Context: an optimization exercise on an open-source flow, tuned for small area, a short achievable clock period and few clock cycles per item. The choices shown serve that exercise and are no tape-out recipe. The RTL was checked by simulation tests, not by an equivalence proof against the original design. No activity file was given, so power comes from the tool's default toggle rates.

==> flow/design.v <==
package udrf_pkg;
    localparam int RX_DEPTH = 255;
    localparam int TX_DEPTH = 255;
    localparam int RX_AW    = 8;
    localparam int TX_AW    = 8;
    localparam int DATA_W   = 8;
    localparam int CMD_W    = 2;
    typedef enum logic [CMD_W-1:0] {
        CMD_RX_BYTE  = 2'd0,
        CMD_POP      = 2'd1,
        CMD_PUSH     = 2'd2,
        CMD_TX_READY = 2'd3
    } t_cmd;
    typedef struct packed {
        logic [DATA_W-1:0] data;
        logic              data_valid;
        logic              accepted;
        logic              rx_notify;
        logic              tx_irq_enabled;
    } t_result;
endpackage
module udrf_ram #(
    parameter int DEPTH = 255,
    parameter int WIDTH = 8,
    parameter int AW    = 8
) (
    input  logic             i_clk,
    input  logic             i_we,
    input  logic [AW-1:0]    i_wpos,
    input  logic [WIDTH-1:0] i_wdata,
    input  logic             i_pop,
    output logic [WIDTH-1:0] o_head
);
    logic [(DEPTH+1)*WIDTH-1:0] r_mem;
    logic [DEPTH-1:0]           wsel;
    always_comb begin
        for (int i = 0; i < DEPTH; i++) begin
            wsel[i] = i_we && (i_wpos == AW'(i));
        end
    end
    assign r_mem[DEPTH*WIDTH +: WIDTH] = '0;
    for (genvar i = 0; i < DEPTH; i++) begin : g_word
        udrf_word #(.WIDTH(WIDTH)) u_word (
            .i_clk   (i_clk),
            .i_shift (i_pop),
            .i_we    (wsel[i]),
            .i_up    (r_mem[(i+1)*WIDTH +: WIDTH]),
            .i_wdata (i_wdata),
            .o_q     (r_mem[i*WIDTH +: WIDTH])
        );
    end
    assign o_head = r_mem[0 +: WIDTH];
endmodule
module udrf_word #(
    parameter int WIDTH = 8
) (
    input  logic             i_clk,
    input  logic             i_shift,
    input  logic             i_we,
    input  logic [WIDTH-1:0] i_up,
    input  logic [WIDTH-1:0] i_wdata,
    output logic [WIDTH-1:0] o_q
);
    logic [WIDTH-1:0] r_q;
    logic             hold;
    assign hold = !(i_shift || i_we);
    always_ff @(posedge i_clk) begin
        r_q <= (i_up & {WIDTH{i_shift}}) | (r_q & {WIDTH{hold}}) | (i_wdata & {WIDTH{i_we}});
    end
    assign o_q = r_q;
endmodule
module uart_dual_ring_fifo (
    input  logic                          i_clk,
    input  logic                          i_rst_n,
    input  logic                          i_in_valid,
    output logic                          o_in_ready,
    input  logic [udrf_pkg::CMD_W-1:0]    i_in_command,
    input  logic [udrf_pkg::DATA_W-1:0]   i_in_data,
    output logic                          o_out_valid,
    input  logic                          i_out_ready,
    output logic [udrf_pkg::DATA_W-1:0]   o_out_data,
    output logic                          o_out_data_valid,
    output logic                          o_out_accepted,
    output logic                          o_out_rx_notify,
    output logic                          o_out_tx_irq_enabled,
    input  logic                          i_cfg_we,
    input  logic                          i_cfg_wdata
);
    localparam int AW     = udrf_pkg::RX_AW;
    localparam int DATA_W = udrf_pkg::DATA_W;
    logic [AW-1:0] r_rx_cnt, r_tx_cnt;
    logic          r_rx_full, r_rx_empty, r_tx_full, r_tx_empty;
    logic          r_tx_irq, n_tx_irq;
    logic          r_notify_en;
    logic              r_in_ready;
    logic              r_out_valid, r_skid_valid;
    udrf_pkg::t_result r_out, r_skid, res;
    logic              accept, take;
    logic              rx_we, rx_re, tx_we, tx_re;
    logic [DATA_W-1:0] rx_rdata, tx_rdata;
    udrf_pkg::t_cmd    cmd;
    assign cmd    = udrf_pkg::t_cmd'(i_in_command);
    assign accept = i_in_valid && r_in_ready;
    assign take   = r_out_valid && i_out_ready;
    always_comb begin
        rx_we    = 1'b0;
        rx_re    = 1'b0;
        tx_we    = 1'b0;
        tx_re    = 1'b0;
        n_tx_irq = r_tx_irq;
        case (cmd)
            udrf_pkg::CMD_RX_BYTE:  rx_we = !r_rx_full;
            udrf_pkg::CMD_POP:      rx_re = !r_rx_empty;
            udrf_pkg::CMD_PUSH: begin
                tx_we = !r_tx_full;
                if (!r_tx_full) n_tx_irq = 1'b1;
            end
            default: begin
                if (r_tx_irq) begin
                    if (r_tx_empty) n_tx_irq = 1'b0;
                    else            tx_re    = 1'b1;
                end
            end
        endcase
        res.data           = rx_re ? rx_rdata : (tx_re ? tx_rdata : '0);
        res.data_valid     = rx_re || tx_re;
        res.accepted       = rx_we || tx_we;
        res.rx_notify      = (cmd == udrf_pkg::CMD_RX_BYTE) && r_notify_en;
        res.tx_irq_enabled = n_tx_irq;
    end
    udrf_ram #(.DEPTH(udrf_pkg::RX_DEPTH), .WIDTH(DATA_W), .AW(AW)) u_rx_ram (
        .i_clk   (i_clk),
        .i_we    (accept && rx_we),
        .i_wpos  (r_rx_cnt),
        .i_wdata (i_in_data),
        .i_pop   (accept && rx_re),
        .o_head  (rx_rdata)
    );
    udrf_ram #(.DEPTH(udrf_pkg::TX_DEPTH), .WIDTH(DATA_W), .AW(AW)) u_tx_ram (
        .i_clk   (i_clk),
        .i_we    (accept && tx_we),
        .i_wpos  (r_tx_cnt),
        .i_wdata (i_in_data),
        .i_pop   (accept && tx_re),
        .o_head  (tx_rdata)
    );
    always_ff @(posedge i_clk) begin
        if (!i_rst_n) begin
            r_rx_cnt    <= '0;
            r_tx_cnt    <= '0;
            r_rx_full   <= 1'b0;
            r_rx_empty  <= 1'b1;
            r_tx_full   <= 1'b0;
            r_tx_empty  <= 1'b1;
            r_tx_irq    <= 1'b0;
            r_notify_en <= 1'b0;
        end else begin
            if (i_cfg_we) begin
                r_notify_en <= i_cfg_wdata;
            end
            if (accept) begin
                if (rx_we) begin
                    r_rx_cnt   <= r_rx_cnt + AW'(1);
                    r_rx_empty <= 1'b0;
                    r_rx_full  <= (r_rx_cnt == AW'(udrf_pkg::RX_DEPTH - 1));
                end
                if (rx_re) begin
                    r_rx_cnt   <= r_rx_cnt - AW'(1);
                    r_rx_full  <= 1'b0;
                    r_rx_empty <= (r_rx_cnt == AW'(1));
                end
                if (tx_we) begin
                    r_tx_cnt   <= r_tx_cnt + AW'(1);
                    r_tx_empty <= 1'b0;
                    r_tx_full  <= (r_tx_cnt == AW'(udrf_pkg::TX_DEPTH - 1));
                end
                if (tx_re) begin
                    r_tx_cnt   <= r_tx_cnt - AW'(1);
                    r_tx_full  <= 1'b0;
                    r_tx_empty <= (r_tx_cnt == AW'(1));
                end
                r_tx_irq <= n_tx_irq;
            end
        end
    end
    always_ff @(posedge i_clk) begin
        if (!i_rst_n) begin
            r_out_valid  <= 1'b0;
            r_skid_valid <= 1'b0;
            r_in_ready   <= 1'b1;
        end else begin
            if (!r_out_valid || i_out_ready) begin
                r_out_valid  <= r_skid_valid || accept;
                r_skid_valid <= r_skid_valid && accept;
            end else begin
                r_skid_valid <= r_skid_valid || accept;
            end
            r_in_ready <= (32'(r_out_valid) + 32'(r_skid_valid) + 32'(accept) - 32'(take)) < 2;
        end
    end
    always_ff @(posedge i_clk) begin
        if (!r_out_valid || i_out_ready) begin
            r_out <= r_skid_valid ? r_skid : res;
        end
        if (r_out_valid && !i_out_ready && !r_skid_valid) begin
            r_skid <= res;
        end else if (r_skid_valid && (!r_out_valid || i_out_ready)) begin
            r_skid <= res;
        end
    end
    assign o_in_ready           = r_in_ready;
    assign o_out_valid          = r_out_valid;
    assign o_out_data           = r_out.data;
    assign o_out_data_valid     = r_out.data_valid;
    assign o_out_accepted       = r_out.accepted;
    assign o_out_rx_notify      = r_out.rx_notify;
    assign o_out_tx_irq_enabled = r_out.tx_irq_enabled;
endmodule
==> flow/run.sh <==
#!/bin/bash
# synth_recipe.tcl (not shown) runs the flow's synth.tcl, then flattens the netlist and writes it again
# the make line also repeats each setting of config.mk as NAME=value (left out here)
make -C /OpenROAD-flow-scripts/flow DESIGN_CONFIG=/design/flow/config.mk WORK_HOME=/design/flow/orfs CLKGATE_MAP_FILE= SYNTH_SCRIPT=/design/flow/synth_recipe.tcl finish
==> flow/config.mk <==
export PLATFORM = sky130hd
export DESIGN_NAME = uart_dual_ring_fifo
export DESIGN_NICKNAME = uart_dual_ring_fifo
export VERILOG_FILES = /design/flow/design.v
export SDC_FILE = /design/flow/constraint.sdc
export NUM_CORES = 4
export LEC_CHECK = 0
export ABC_CLOCK_PERIOD_IN_PS = 2500
export CAP_MARGIN = 20
export CORE_MARGIN = 2
export CORE_UTILIZATION = 45
export CTS_CLUSTER_DIAMETER = 100
export CTS_CLUSTER_SIZE = 30
export PLACE_DENSITY = 0.55
export SETUP_SLACK_MARGIN = 2.4
export SLEW_MARGIN = 20
export SYNTH_HIERARCHICAL = 1
export SYNTH_MINIMUM_KEEP_SIZE = 0
==> flow/constraint.sdc <==
create_clock -name core_clock -period 5.0 [get_ports {i_clk}]
set_input_delay 1.0000 -clock core_clock [delete_from_list [all_inputs] [get_ports {i_clk}]]
set_output_delay 1.0000 -clock core_clock [all_outputs]
set_load 0.01 [all_outputs]
==> results of run 1 <==
==> through the flow <==
stage	cell area (sq um)	hold slack, ns
3_5_place_dp	174000	0.439
2_1_floorplan	172000	0.426
3_3_place_gp	174000	0.433
5_1_grt	181000	0.472
6_report	181000	0.461
4_1_cts	180000	0.465
==> critical path, delay by kind of cell (launching register included) <==
| family | cells | cell delay, ns |
|---|---|---|
| AND/OR/NAND/NOR | 4 | 0.96 |
| buffers and inverters | 5 | 0.91 |
| flip-flops | 1 | 0.37 |
| AO/OA/AOI/OAI | 1 | 0.21 |
==> where the power goes <==
| group | switching, W | internal (W) |
|---|---|---|
| logic | 0.00143 | 0.000413 |
| clock network | 0.0105 | 0.00654 |
| registers | 0.000126 | 0.0331 |
==> placed cells by master (no fill, tap or decap), types with 8 or more instances in the layout <==
cell / netlist / layout
dfxtp_1: 4105 / 4087
buf_4: 0 / 706
buf_12: 0 / 130
a22o_1: 4088 / 4088
edfxtp_1: 24 / 24
mux2_2: 11 / 11
nor3_1: 494 / 396
nand3_1: 13 / 11
nand2b_1: 12 / 8
conb_1: 2 / 16
a21oi_1: 16 / 16
nand4_1: 8 / 8
buf_6: 1027 / 46
clkdlybuf4s15_2: 0 / 40
nor2_4: 510 / 512
buf_2: 17 / 38
nor3_2: 20 / 42
ha_1: 10 / 10
dfxtp_2: 0 / 14
clkbuf_1: 121 / 14
nand4b_1: 10 / 10
clkbuf_16: 0 / 176
a21o_1: 4080 / 4080
nor2_1: 17 / 15
mux2i_1: 10 / 10
nand2_1: 19 / 16
nor3_4: 0 / 76
buf_8: 0 / 12
==> layer usage <==
layer | track usage | share of wire
met1 | 0.310 | 0.50
met2 | 0.349 | 0.45
met3 | 0.0217 | 0.037
met4 | 0.0384 | 0.015
met5 | 0 | 0
==> worst paths after layout <==
check,cells after the start,from,to
max,10,r_rx_full$_SDFFE_PN0P_,u_rx_ram.g_word[208].u_word.r_q[2]$_DFF_P_
min,1,u_rx_ram.g_word[51].u_word.r_q[6]$_DFF_P_,u_rx_ram.g_word[51].u_word.r_q[6]$_DFF_P_
max reg2reg,10,r_rx_full$_SDFFE_PN0P_,u_rx_ram.g_word[208].u_word.r_q[2]$_DFF_P_
min reg2reg,1,u_rx_ram.g_word[51].u_word.r_q[6]$_DFF_P_,u_rx_ram.g_word[51].u_word.r_q[6]$_DFF_P_
==> repair_timing <==
item                                    in CTS  in global routing
endpoints found under the hold margin        0                  0
setup buffers                               57                 24
gates cloned                                30                 45
endpoints found under the setup margin    4086               1642
pin swaps                                    9                 15
resized for setup                          193                188
==> layout make-up <==
class                   instances  area, sq um  area share
repair buffers                986         9530      0.0526
multi-input cells            9425        77800       0.429
clock inverters                32          324     0.00179
well taps                    5016         6280      0.0346
flip-flops and latches       4129        82900       0.458
diodes                          3         7.51   0.0000414
inverters                       8         30.0    0.000166
clock buffers                 188         4400      0.0242
==> cells by family after synthesis <==
family / after synthesis / share of synthesized area
buf+inv: 1210 / 0.0715
compound gates: 8202 / 0.388
simple gates: 1160 / 0.0544
mux: 22 / 0.00139
other cells: 2 / 0.0000438
xor+xnor: 6 / 0.000306
fa+ha+maj: 11 / 0.000788
flops: 4129 / 0.483
==> synth_stat cells (all sizes together) (2+ instances only) <==
master	number	area (sq um)
a211oi	3	22.5
a21o	4080	30600
a21oi	16	80.1
a22o	4088	35800
a31oi	2	12.5
and2	3	18.8
and3	4	25.0
and4	2	17.5
buf	1081	11800
clkbuf	121	454
conb	2	7.51
dfxtp	4105	82200
edfxtp	24	721
ha	10	125
inv	8	30.0
mux2	12	139
mux2i	10	100
nand2	19	71.3
nand2b	12	75.1
nand3	13	65.1
nand3b	4	30.0
nand4	8	50.1
nand4b	10	87.6
nand4bb	12	135
nor2	527	5810
nor3	514	2670
nor3b	3	27.5
nor4	3	18.8
o21ai	5	25.0
o31ai	3	22.5
or2	2	12.5
or3	6	42.5
or3b	3	26.3
or4	4	37.5
or4b	8	80.1
xnor2	6	52.6
==> flip-flops by register name, indices dropped and copies added, names as in the netlist, 8 cells and up <==
| name | flops |
|---|---|
| u_rx_ram.g_word.u_word.r_q | 2040 |
| r_rx_cnt | 8 |
| r_tx_cnt | 8 |
| u_tx_ram.g_word.u_word.r_q | 2040 |
| r_skid | 12 |
| r_out | 12 |
==> impl_metrics.ini, run 1 <==
[die]
num_rows = 226
core-area_sq_um = 379000
start_util = 0.452
die_h_um = 621
io_pins = 30
dieArea_sq_um = 386000
fp.dieW_um = 621

[worst_setup_path]
crit_path_max_incr_delay_ns = 0.42
worstPathMaxFanout = 8
crit_type = register to register
critPathArrivalTime_ns = 3.40
cp-end-kind = register
critPathSlowestCell = or3b_4
crit_chain = nor4_4, buf_4, or3b_4, buf_12, clkbuf_16, buf_8, nor3_2, buf_6, nor2_4, a21o_1
critPathLaunchType = register
worstPathRequired_ns = 5.82
reg2reg_slack_ns = 2.42

[clocking]
cts_buffer_depth = 4
clk_latency_ns = 0.93
htree_levels = 4
holdBufCountCts = 0
clkTransAtPathRegs_ns = 0.12
cts_root_buf = clkbuf_16
cts_tree = built
cts_buffers = 166
clock_sinks = 4129

[timing]
fmax_ghz = 0.388
hold_violations = 0
setup_tns_ns = 0
setup_viol = 0
rsz0062_at_grt = true
slew_headroom = 0.324
tightestPinTransition_ns = 1.01
period_needed_ns = 2.58
fin_worst_skew_ns = 0.0479
drv_slew = 0
worst_slack_ns = 2.42
post-route-period-util = 0.515

[synth]
synth_edf_count = 24
synthCells = 14700
yosysWarnings = 9
async_flop_share = 0
synth_area_sq_um = 172000
ys_ff_latch = 4129
ys_seq_area_frac = 0.483
synth.distinct_cells = 54
synthFlopType = dfxtp_1
synth.avg_cell_area_sq_um = 11.6

[global_route]
grt_max_degree = 156
grt.total_usage = 0.215
grt_overflow = 0
grt_pass1_wl_um = 689000
antenna_found_initial = 12
grt_pass1_vias = 119000

[flow_run]
drv_cap = 0

[pwr]
p_leak_nw = 104
irDropWorstVdd_mv = 0.234
total_power_w = 0.0521
powerDensity_nw_per_um2 = 288

[route]
avgRoutedWirePerCell_um = 22.1
routed_wl_um = 438000
dr.pass1.iters = 6
drtIter0Drc = 8271
viasPerCell = 6.03
drtAntennaViolNets = 0
drc_errors = 0
via_count = 119000

[placed_design]
portBuffers = 29
place_hpwl_um = 263000
place_congestion = 0.770
placed_cells = 19400
dp_slack_ns = 0.359

[final_layout]
drive_above_1_share = 0.128
finalNonFillerCells = 19800
final_util = 0.478
fillers = 34500
area_growth_pct = 5.65
finalNetCount = 14700

[status]
status = timing/DRC/antenna clean

[hold_path]
hp-class = register to register
Testbench counts, summed over its fixed seeds: cycles 30,822, items 24,576.
==> inputs of run 2 (changes only) <==
--- a/flow/config.mk
+++ b/flow/config.mk
@@ -8,10 +8,10 @@
 export ABC_CLOCK_PERIOD_IN_PS = 2500
 export CAP_MARGIN = 20
 export CORE_MARGIN = 2
-export CORE_UTILIZATION = 45
+export CORE_UTILIZATION = 55
 export CTS_CLUSTER_DIAMETER = 100
 export CTS_CLUSTER_SIZE = 30
-export PLACE_DENSITY = 0.55
+export PLACE_DENSITY = 0.65
 export SETUP_SLACK_MARGIN = 2.4
 export SLEW_MARGIN = 20
 export SYNTH_HIERARCHICAL = 1
==> impl_metrics.ini, run 2 <==
[die]
die_h_um = 563
fp.dieW_um = 563
io_pins = 30
core-area_sq_um = 311000
start_util = 0.551
num_rows = 205
dieArea_sq_um = 316000

[worst_setup_path]
worstPathRequired_ns = 5.81
cp-end-kind = register
critPathArrivalTime_ns = 3.48
crit_type = register to register
critPathSlowestCell = dfxtp_2
crit_path_max_incr_delay_ns = 0.79
critPathLaunchType = register
path_common_cell = buf_4
worstPathMaxFanout = 16
crit_chain = buf_4, nand4bb_1, buf_4, nor3_1, buf_4, nor2_4, a21o_1

[final_layout]
multi_input_area_sq_um = 78800
area_growth_pct = 5.05
final-seq-area_sq_um = 82900
final_util = 0.579
finalNetCount = 14600
drive_above_1_share = 0.125
fillers = 26000
fin_area_sq_um = 180000
final_cell_mix = dfxtp_1, a22o_1, a21o_1
top_regs = u_rx_ram.g_word.u_word.r_q x2040, u_tx_ram.g_word.u_word.r_q x2040
final_common_cell = dfxtp_1

[timing]
drv_slew = 0
tightestPinTransition_ns = 1.17
worst_slack_ns = 2.33
rsz0062_at_grt = true
period_needed_ns = 2.67
post-route-period-util = 0.534
setup_viol = 0
slew_headroom = 0.216
fin_worst_skew_ns = 0.0584
fmax_ghz = 0.375
setup_tns_ns = 0
hold_violations = 0

[pwr]
irDropWorstVdd_mv = 0.228
total_power_w = 0.0515
powerDensity_nw_per_um2 = 286
p_leak_nw = 104

[route]
dr.pass1.iters = 5
drtIter0Drc = 9186
drtAntennaViolNets = 0
viasPerCell = 6.41
via_count = 120000
routed_wl_um = 417000
drc_errors = 0
avgRoutedWirePerCell_um = 22.2

[synth]
synth.avg_cell_area_sq_um = 11.6
synthFlopType = dfxtp_1
yosysWarnings = 9
synth_common_cells = dfxtp_1, a22o_1, a21o_1
yosysTopAreaCell = dfxtp_1
ys_seq_area_frac = 0.483
synthCells = 14700
synth.distinct_cells = 54
ys_ff_latch = 4129
async_flop_share = 0
synth_area_sq_um = 172000
yosys.area.top_type_share = 0.479
yosysMostFrequentCell = dfxtp_1
synthTopCellsByArea = dfxtp_1, a22o_1, a21o_1
synth_edf_count = 24

[flow_run]
drv_cap = 0

[global_route]
grt_overflow = 0
grt_pass1_vias = 118000
grt_max_degree = 171
grt_pass1_wl_um = 656000
antenna_found_initial = 13
grt.total_usage = 0.249

[placed_design]
place_hpwl_um = 243000
placed_cell_area_sq_um = 171000
dp_slack_ns = 0.590
place_congestion = 0.771
portBuffers = 29

[clocking]
clk_latency_ns = 0.91
cts_buffers = 162
cts_buffer_depth = 4
htree_levels = 4
holdBufCountCts = 0
clock_sinks = 4129
cts_root_buf = clkbuf_16
cts_tree = built
clkTransAtPathRegs_ns = 0.11

[status]
status = timing/DRC/antenna clean

[hold_path]
hp-class = register to register
-- run 2: cell counts after synthesis --
Identical to the previous run, type by type.
-- run 2: kinds of logic (layout without fill, tap and decap cells) --
group | count (synthesis) | count (layout) | share of synthesized area
and+or+nand+nor | 1160 | 1169 | 0.0544
other | 2 | 19 | 0.0000438
DFF | 4129 | 4129 | 0.483
xor gates and xnor gates | 6 | 6 | 0.000306
muxes | 22 | 22 | 0.00139
buffers and inverters | 1210 | 1048 | 0.0715
adders and majority gates | 11 | 11 | 0.000788
AOI/OAI and AO/OA | 8202 | 8202 | 0.388
-- run 2: area by class of cell --
type                            count  share of cell area
Sequential cell                  4129               0.460
Multi-Input combinational cell   9426               0.437
Timing Repair Buffer              848              0.0490
Tap cell                         4140              0.0287
Clock buffer                      178              0.0236
Clock inverter                     14            0.000986
Inverter                            8            0.000167
Antenna cell                        3           0.0000417
-- run 2: per-layer routing --
layer	global-route usage	wire length, um	up-vias
li1	-	-	56600
met1	0.352	198000	60700
met2	0.414	194000	2435
met3	0.0237	18300	414
met4	0.0451	6520	0
met5	0	0	-
-- run 2: worst max-delay path: cells and delay by family (launching register included) --
kind	cells	cell delay [ns]
AO/OA/AOI/OAI	1	0.22
buffers and inverters	3	0.79
flip-flops	1	0.79
AND/OR/NAND/NOR	3	0.73
-- run 2: report_power, final --
| group | switching (W) | internal [W] |
|---|---|---|
| clock | 0.0102 | 0.00624 |
| sequential | 0.000129 | 0.0331 |
| combinational | 0.00143 | 0.000422 |
| total | 0.0117 | 0.0398 |
-- run 2: final timing paths --
kind | startpoint | endpoint | slack [ns] | cells after the start
worst max-delay path | r_tx_cnt[6]$_SDFFE_PN0P_ | u_tx_ram.g_word[86].u_word.r_q[0]$_DFF_P_ | 2.33 | 7
worst min-delay path | u_rx_ram.g_word[45].u_word.r_q[3]$_DFF_P_ | u_rx_ram.g_word[45].u_word.r_q[3]$_DFF_P_ | 0.46 | 1
worst max register to register | r_tx_cnt[6]$_SDFFE_PN0P_ | u_tx_ram.g_word[86].u_word.r_q[0]$_DFF_P_ | 2.33 | 7
worst min register to register | u_rx_ram.g_word[45].u_word.r_q[3]$_DFF_P_ | u_rx_ram.g_word[45].u_word.r_q[3]$_DFF_P_ | 0.46 | 1
-- run 2: per-stage QoR --
step,cells,hold WS (ns)
2_1_floorplan,14800,0.426
3_3_place_gp,18400,0.433
3_5_place_dp,18400,0.439
4_1_cts,18700,0.463
5_1_grt,18700,0.472
6_report,18700,0.461
-- run 2: what timing repair did --
item,4_1_cts,5_1_grt
resized for setup,351,205
setup buffers,88,39
pin swaps,48,51
cloned,24,41
setup endpoints to repair,3968,1774
==> inputs of run 3 (changes only) <==
--- a/flow/config.mk
+++ b/flow/config.mk
@@ -8,10 +8,10 @@
 export ABC_CLOCK_PERIOD_IN_PS = 2500
 export CAP_MARGIN = 20
 export CORE_MARGIN = 2
-export CORE_UTILIZATION = 55
+export CORE_UTILIZATION = 50
 export CTS_CLUSTER_DIAMETER = 100
 export CTS_CLUSTER_SIZE = 30
-export PLACE_DENSITY = 0.65
+export PLACE_DENSITY = 0.6
 export SETUP_SLACK_MARGIN = 2.4
 export SLEW_MARGIN = 20
 export SYNTH_HIERARCHICAL = 1
==> impl_metrics.ini, run 3 <==
[clocking]
clkTransAtPathRegs_ns = 0.11
htree_levels = 4
clock_sinks = 4129
cts_tree = built
cts_root_buf = clkbuf_16
clk_latency_ns = 0.91
cts_buffer_depth = 4
cts_buffers = 164
holdBufCountCts = 0

[worst_setup_path]
r2r-end = u_tx_ram.g_word[179].u_word.r_q[0]$_DFF_P_
r2r_start = r_tx_full$_SDFFE_PN0P_
cp-end-kind = register
path_buf_inv = 5
critPathLaunchType = input port
crit_cells = 11
critPathSlowestCell = or3b_4
worst-r2r-cell-count = 10
reg2reg_slack_ns = 2.45
crit_chain = buf_2, nor3b_4, and2_4, or3b_4, buf_12, buf_12, buf_4, nor3_2, buf_4, nor2_4, a21o_1
worstPathRequired_ns = 5.81
crit_type = input port to register
crit_path_max_incr_delay_ns = 0.39
crit_end = u_tx_ram.g_word[179].u_word.r_q[0]$_DFF_P_
path_delay_family = simple AND/OR/NAND/NOR gates
worstPathMaxFanout = 11
crit_start = i_in_command[1]
critPathArrivalTime_ns = 3.37

[timing]
hold_violations = 0
setup_tns_ns = 0
rsz0062_at_grt = true
setup_viol = 0
period_needed_ns = 2.56
fmax_ghz = 0.390
post-route-period-util = 0.513
drv_slew = 0
fin_worst_skew_ns = 0.0589
tightestPinTransition_ns = 1.14
slew_headroom = 0.238

[final_layout]
top_regs = u_rx_ram.g_word.u_word.r_q x2040, u_tx_ram.g_word.u_word.r_q x2040
finalNetCount = 14600
final_cell_mix = a22o_1, dfxtp_1, a21o_1
drive_above_1_share = 0.118
final_common_cell = a22o_1
area_growth_pct = 4.62
final_util = 0.525

[global_route]
grt_pass1_wl_um = 664000
grt_max_degree = 175
grt_pass1_vias = 118000
grt.total_usage = 0.229
antenna_found_initial = 9
grt_overflow = 0

[die]
num_rows = 215
io_pins = 30
start_util = 0.501
dieArea_sq_um = 348000
fp.dieW_um = 590
core-area_sq_um = 342000
die_h_um = 590

[synth]
yosys.area.top_type_share = 0.479
synthFlopType = dfxtp_1
yosysTopAreaCell = dfxtp_1
async_flop_share = 0
ys_ff_latch = 4129
synth_common_cells = dfxtp_1, a22o_1, a21o_1
yosysWarnings = 9
synth_edf_count = 24
ys_seq_area_frac = 0.483
synth.distinct_cells = 54
yosysMostFrequentCell = dfxtp_1
synthCells = 14700
synthTopCellsByArea = dfxtp_1, a22o_1, a21o_1
synth_area_sq_um = 172000
synth.avg_cell_area_sq_um = 11.6

[pwr]
powerDensity_nw_per_um2 = 289
p_leak_nw = 103
irDropWorstVdd_mv = 0.273
total_power_w = 0.0519

[status]
status = timing/DRC/antenna clean

[route]
viasPerCell = 6.22
drtIter0Drc = 7900
dr.pass1.iters = 8
via_count = 119000
routed_wl_um = 419000
drc_errors = 0
avgRoutedWirePerCell_um = 21.9
drtAntennaViolNets = 0

[placed_design]
place_congestion = 0.765
place_hpwl_um = 244000
portBuffers = 29

[flow_run]
drv_cap = 0

[hold_path]
hp-class = register to register
## run 3: power breakdown
part / switching (W) / leakage [nW] / internal (W) / total (W)
logic: 0.00141 / 67.4 / 0.000398 / 0.00180
registers: 0.000125 / 33.3 / 0.0331 / 0.0332
clock network: 0.0103 / 2.29 / 0.00660 / 0.0169
total: 0.0118 / 103 / 0.0401 / 0.0519
## run 3: area by class of cell
cell class,count,area [sq um]
inverter,8,30.0
antenna,3,7.51
clock buffer,183,4390
multi-input combinational,9426,77800
tap,4557,5700
fill,30100,163000
sequential,4129,82900
clock inverter,19,293
timing repair buffer,825,8310
## run 3: repair_timing
item	in CTS	in global routing
setup endpoints to repair	4094	1803
cloned	22	19
gates resized for setup	273	68
setup buffers	72	11
pin swaps	33	5
## run 3: worst min path at each step
stage,endpoint,startpoint,depth (start not counted),slack (ns)
2_1_floorplan,u_rx_ram.g_word[100].u_word.r_q[5]$_DFF_P_,u_rx_ram.g_word[100].u_word.r_q[5]$_DFF_P_,1,0.43
3_3_place_gp,u_tx_ram.g_word[13].u_word.r_q[6]$_DFF_P_,u_tx_ram.g_word[13].u_word.r_q[6]$_DFF_P_,1,0.43
3_5_place_dp,u_rx_ram.g_word[17].u_word.r_q[5]$_DFF_P_,u_rx_ram.g_word[17].u_word.r_q[5]$_DFF_P_,1,0.44
4_1_cts,u_tx_ram.g_word[233].u_word.r_q[6]$_DFF_P_,u_tx_ram.g_word[233].u_word.r_q[6]$_DFF_P_,1,0.46
5_1_grt,u_tx_ram.g_word[144].u_word.r_q[1]$_DFF_P_,u_tx_ram.g_word[144].u_word.r_q[1]$_DFF_P_,1,0.48
6_report,u_tx_ram.g_word[17].u_word.r_q[0]$_DFF_P_,u_tx_ram.g_word[17].u_word.r_q[0]$_DFF_P_,1,0.46
## run 3: per-stage QoR
| step | setup slack [ns] | area [sq um] | std cells | hold WS [ns] |
|---|---|---|---|---|
| floorplan | -2.63 | 172000 | 14800 | 0.426 |
| global placement | 0.584 | 172000 | 18800 | 0.433 |
| detailed placement | 0.307 | 172000 | 18800 | 0.439 |
| CTS | 2.32 | 179000 | 19100 | 0.465 |
| global route | 2.35 | 179000 | 19100 | 0.476 |
| finish | 2.44 | 180000 | 19200 | 0.459 |
## run 3: cells by family (layout without fill, tap and decap cells)
group / count (synthesis) / in the layout / synth area share
AOI/OAI and AO/OA: 8202 / 8202 / 0.388
DFF: 4129 / 4129 / 0.483
other: 2 / 19 / 0.0000438
buffers and inverters: 1210 / 1035 / 0.0715
xor gates and xnor gates: 6 / 6 / 0.000306
and+or+nand+nor: 1160 / 1169 / 0.0544
muxes: 22 / 22 / 0.00139
adders and majority gates: 11 / 11 / 0.000788
## run 3: per-layer routing
layer,global-route usage,part of all wire,vias up
met5,0,0.000031,-
met4,0.0433,0.017,2
met3,0.0215,0.041,383
met2,0.376,0.46,2031
met1,0.330,0.49,60000
li1,-,-,56600
==> inputs of run 4 (changes only) <==
--- a/flow/design.v
+++ b/flow/design.v
@@ -61,13 +61,75 @@
     input  logic [WIDTH-1:0] i_wdata,
     output logic [WIDTH-1:0] o_q
 );
-    logic [WIDTH-1:0] r_q;
-    logic             hold;
-    assign hold = !(i_shift || i_we);
-    always_ff @(posedge i_clk) begin
-        r_q <= (i_up & {WIDTH{i_shift}}) | (r_q & {WIDTH{hold}}) | (i_wdata & {WIDTH{i_we}});
+    logic hold;
+    udrf_nor2 u_hold (
+        .i_a (i_shift),
+        .i_b (i_we),
+        .o_y (hold)
+    );
+    for (genvar b = 0; b < WIDTH; b++) begin : g_bit
+        udrf_bit u_bit (
+            .i_clk   (i_clk),
+            .i_shift (i_shift),
+            .i_hold  (hold),
+            .i_we    (i_we),
+            .i_up    (i_up[b]),
+            .i_wdata (i_wdata[b]),
+            .o_q     (o_q[b])
+        );
+    end
+endmodule
+module udrf_nor2 (
+    input  logic i_a,
+    input  logic i_b,
+    output logic o_y
+);
+    assign o_y = !(i_a || i_b);
+endmodule
+module udrf_bit (
+    input  logic i_clk,
+    input  logic i_shift,
+    input  logic i_hold,
+    input  logic i_we,
+    input  logic i_up,
+    input  logic i_wdata,
+    output logic o_q
+);
+    logic r_q, kept, d;
+    udrf_ao22 u_kept (
+        .i_a1 (r_q),
+        .i_a2 (i_hold),
+        .i_b1 (i_wdata),
+        .i_b2 (i_we),
+        .o_y  (kept)
+    );
+    udrf_ao21 u_d (
+        .i_a1 (i_up),
+        .i_a2 (i_shift),
+        .i_b1 (kept),
+        .o_y  (d)
+    );
+    always_ff @(posedge i_clk) begin
+        r_q <= d;
     end
     assign o_q = r_q;
+endmodule
+module udrf_ao22 (
+    input  logic i_a1,
+    input  logic i_a2,
+    input  logic i_b1,
+    input  logic i_b2,
+    output logic o_y
+);
+    assign o_y = (i_a1 && i_a2) || (i_b1 && i_b2);
+endmodule
+module udrf_ao21 (
+    input  logic i_a1,
+    input  logic i_a2,
+    input  logic i_b1,
+    output logic o_y
+);
+    assign o_y = (i_a1 && i_a2) || i_b1;
 endmodule
 module uart_dual_ring_fifo (
     input  logic                          i_clk,
--- a/flow/config.mk
+++ b/flow/config.mk
@@ -8,10 +8,10 @@
 export ABC_CLOCK_PERIOD_IN_PS = 2500
 export CAP_MARGIN = 20
 export CORE_MARGIN = 2
-export CORE_UTILIZATION = 50
+export CORE_UTILIZATION = 45
 export CTS_CLUSTER_DIAMETER = 100
 export CTS_CLUSTER_SIZE = 30
-export PLACE_DENSITY = 0.6
+export PLACE_DENSITY = 0.55
 export SETUP_SLACK_MARGIN = 2.4
 export SLEW_MARGIN = 20
 export SYNTH_HIERARCHICAL = 1
==> impl_metrics.ini, run 4 <==
[pwr]
p_seq_frac = 0.633
powerDensity_nw_per_um2 = 287
irDropWorstVdd_mv = 0.315
switching_share = 0.233
power_frac_comb = 0.041
p_switching_w = 0.0122
clkPwrFrac = 0.327
intPower_w = 0.0403
p_leak_nw = 106

[route]
routed_wl_um = 475000
viasPerCell = 6.28
avgRoutedWirePerCell_um = 24.2
drtIter0Drc = 9496
via_count = 123000
drtAntennaViolNets = 0
drc_errors = 0
dr.pass1.iters = 5

[die]
fp.dieW_um = 593
start_util = 0.452
io_pins = 30
die_h_um = 593
core-area_sq_um = 346000
num_rows = 216
dieArea_sq_um = 352000

[synth]
synthCells = 13700
synthTopCellsByArea = dfxtp_1, a22o_1, a21o_1
async_flop_share = 0
synth_edf_count = 24
synthFlopType = dfxtp_1
ys_seq_area_frac = 0.531
yosysTopAreaCell = dfxtp_1
synth.distinct_cells = 53
yosysMostFrequentCell = dfxtp_1
ys_ff_latch = 4129
yosys.area.top_type_share = 0.526
synth_common_cells = dfxtp_1, a22o_1, a21o_1
synth.avg_cell_area_sq_um = 11.4
synth_area_sq_um = 156000
yosysWarnings = 9

[timing]
rsz0062_at_grt = true
holdWs_ns = 0.447
period_needed_ns = 2.83
tightestPinTransition_ns = 0.981
setup_viol = 0
hold_violations = 0
fin_worst_skew_ns = 0.0420
fmax_ghz = 0.354
setup_tns_ns = 0
slew_headroom = 0.343
post-route-period-util = 0.566
drv_slew = 0

[final_layout]
final-seq-area_sq_um = 82900
final_cell_mix = dfxtp_1, a22o_1, a21o_1
area_growth_pct = 17.3
drive_above_1_share = 0.144
top_regs = u_rx_ram.g_word.u_word.g_bit.u_bit.r_q x2040, u_tx_ram.g_word.u_word.g_bit.u_bit.r_q x2040
final_common_cell = dfxtp_1
finalNetCount = 15000
fillers = 30200
multi_input_area_sq_um = 77000

[worst_setup_path]
crit_chain = buf_2
worst-r2r-cell-count = 12
reg2reg_slack_ns = 2.32
critPathSlowestCell = edfxtp_1
crit_type = register to output port
path_buf_inv = 1
path_delay_family = flip-flops
worstPathMaxFanout = 4
crit_cells = 1
critPathLaunchType = register
critPathArrivalTime_ns = 1.83
crit_path_max_incr_delay_ns = 0.69
cp-end-kind = output port
worstPathRequired_ns = 4.00

[clocking]
cts_tree = built
clkTransAtPathRegs_ns = 0.12
clock_sinks = 4129
cts_root_buf = clkbuf_16
holdBufCountCts = 0
htree_levels = 4
cts_buffer_depth = 4
cts_buffers = 164
clk_latency_ns = 0.93

[global_route]
grt_max_degree = 111
grt_pass1_vias = 124000
antenna_found_initial = 8
grt.total_usage = 0.253
grt_overflow = 0
grt_pass1_wl_um = 725000

[placed_design]
portBuffers = 29
place_congestion = 0.778
place_hpwl_um = 264000

[hold_path]
min_path_cells = 1
hp-class = register to register

[status]
status = timing/DRC/antenna clean

[flow_run]
drv_cap = 0
run 4: changes by cell type after synthesis, sizes merged:
cell | previous run | this run
buf | 1081 | 61
run 4: area by class of cell:
class / instances / share of cell area
Multi-Input combinational cell: 9426 / 0.420
Clock buffer: 185 / 0.0237
Inverter: 8 / 0.000164
Antenna cell: 9 / 0.000123
Timing Repair Buffer: 1294 / 0.0697
Tap cell: 4578 / 0.0313
Clock inverter: 26 / 0.00195
Sequential cell: 4129 / 0.453
run 4: cells by family (layout without fill, tap and decap cells):
logic type / Yosys count / in the layout / synth area share
AOI/OAI and AO/OA: 8202 / 8202 / 0.426
xor gates and xnor gates: 6 / 6 / 0.000336
adders and majority gates: 11 / 11 / 0.000865
buffers and inverters: 190 / 1513 / 0.00504
DFF: 4129 / 4129 / 0.531
muxes: 22 / 22 / 0.00153
other: 2 / 25 / 0.0000481
and+or+nand+nor: 1160 / 1169 / 0.0352
run 4: path summary, 6_finish.rpt:
| kind | to | from |
|---|---|---|
| worst min-delay path | u_tx_ram.g_word[49].u_word.g_bit[3].u_bit.r_q$_DFF_P_ | u_tx_ram.g_word[50].u_word.g_bit[3].u_bit.r_q$_DFF_P_ |
| worst max register to register | u_tx_ram.g_word[15].u_word.g_bit[5].u_bit.r_q$_DFF_P_ | r_in_ready$_SDFF_PN1_ |
| worst min register to register | u_tx_ram.g_word[49].u_word.g_bit[3].u_bit.r_q$_DFF_P_ | u_tx_ram.g_word[50].u_word.g_bit[3].u_bit.r_q$_DFF_P_ |
| worst max-delay path | o_out_data[5] | r_out[9]$_DFFE_PN_ |
run 4: Yosys stat by module, one instance, submodules excluded, a selection:
module	times used	cell area, sq um	flops+latches
udrf_ao21	4080	7.51	0
udrf_bit	4080	20.0	1
uart_dual_ring_fifo	1	2520	49
udrf_nor2	510	3.75	0
udrf_ao22	4080	8.76	0
run 4: power groups by stage:
stage / sequential [W] / combinational, W / clock (W)
after floorplan: 0.0339 / 0.000586 / 0
after global placement: 0.0340 / 0.00181 / 0
after detailed placement: 0.0340 / 0.00184 / 0
after CTS: 0.0332 / 0.00204 / 0.0177
after global routing: 0.0333 / 0.00223 / 0.0188
final: 0.0332 / 0.00214 / 0.0172
run 4: metal layers:
metal	routed length (um)	share of wire	track usage
met1	216000	0.45	0.340
met2	230000	0.48	0.439
met3	17500	0.037	0.0201
met4	11100	0.023	0.0613
met5	28	0.000059	0
run 4: repair_timing:
action | CTS | global route
setup endpoints to repair | 4086 | 3016
buffers inserted | 233 | 257
gates resized for setup | 564 | 639
pin swaps | 114 | 291
gates cloned | 38 | 9
run 4: stage by stage:
stage / area, sq um / total power [W] / cells / worst slack, ns / utilization
floorplan: 156000 / 0.0345 / 13700 / -25.01 / -
global placement: 168000 / 0.0358 / 18900 / 0.474 / 0.487
detailed placement: 168000 / 0.0358 / 18900 / 0.377 / 0.487
CTS: 178000 / 0.0530 / 19400 / 2.05 / 0.515
global route: 183000 / 0.0543 / 19700 / 2.14 / 0.530
finish: 183000 / 0.0526 / 19700 / 2.17 / 0.530
Testbench counts of run 4, summed over its fixed seeds: cycles 30,822, items 24,576.

-- separate check: timing with driven ports --
No port has a modelled driver above. Below, the same layouts with a new extraction and two added sets of constraints.
Step 1 (the two cells are an assumption about what drives the block):
set clk [get_ports {i_clk}]
set_driving_cell -lib_cell sky130_fd_sc_hd__clkbuf_16 $clk
set_driving_cell -lib_cell sky130_fd_sc_hd__buf_2 [delete_from_list [all_inputs] $clk]
Step 2 also shifts input and output timing later by t, the mid clock arrival at the registers, as if the neighbouring blocks saw the same clock.
Three values: no drivers, after step 1, after step 2; two values: the first two.
run	shift t [ns]	slack for setup (ns)	worst slew at a driven data input, ns
run 1	1.003	2.425 / 2.409 / 1.529	0.24
run 2	0.978	2.331 / 2.197 / 1.219	0.34
run 3	0.979	2.437 / 2.391 / 1.531	0.28
run 4	1.010	2.172 / 2.068 / 1.389	0.12
After both steps setup and hold are still met in every run listed. For run 2, which loses most, drivers alone change the setup slack by -0.134 ns; drivers and shift together by -1.112 ns.
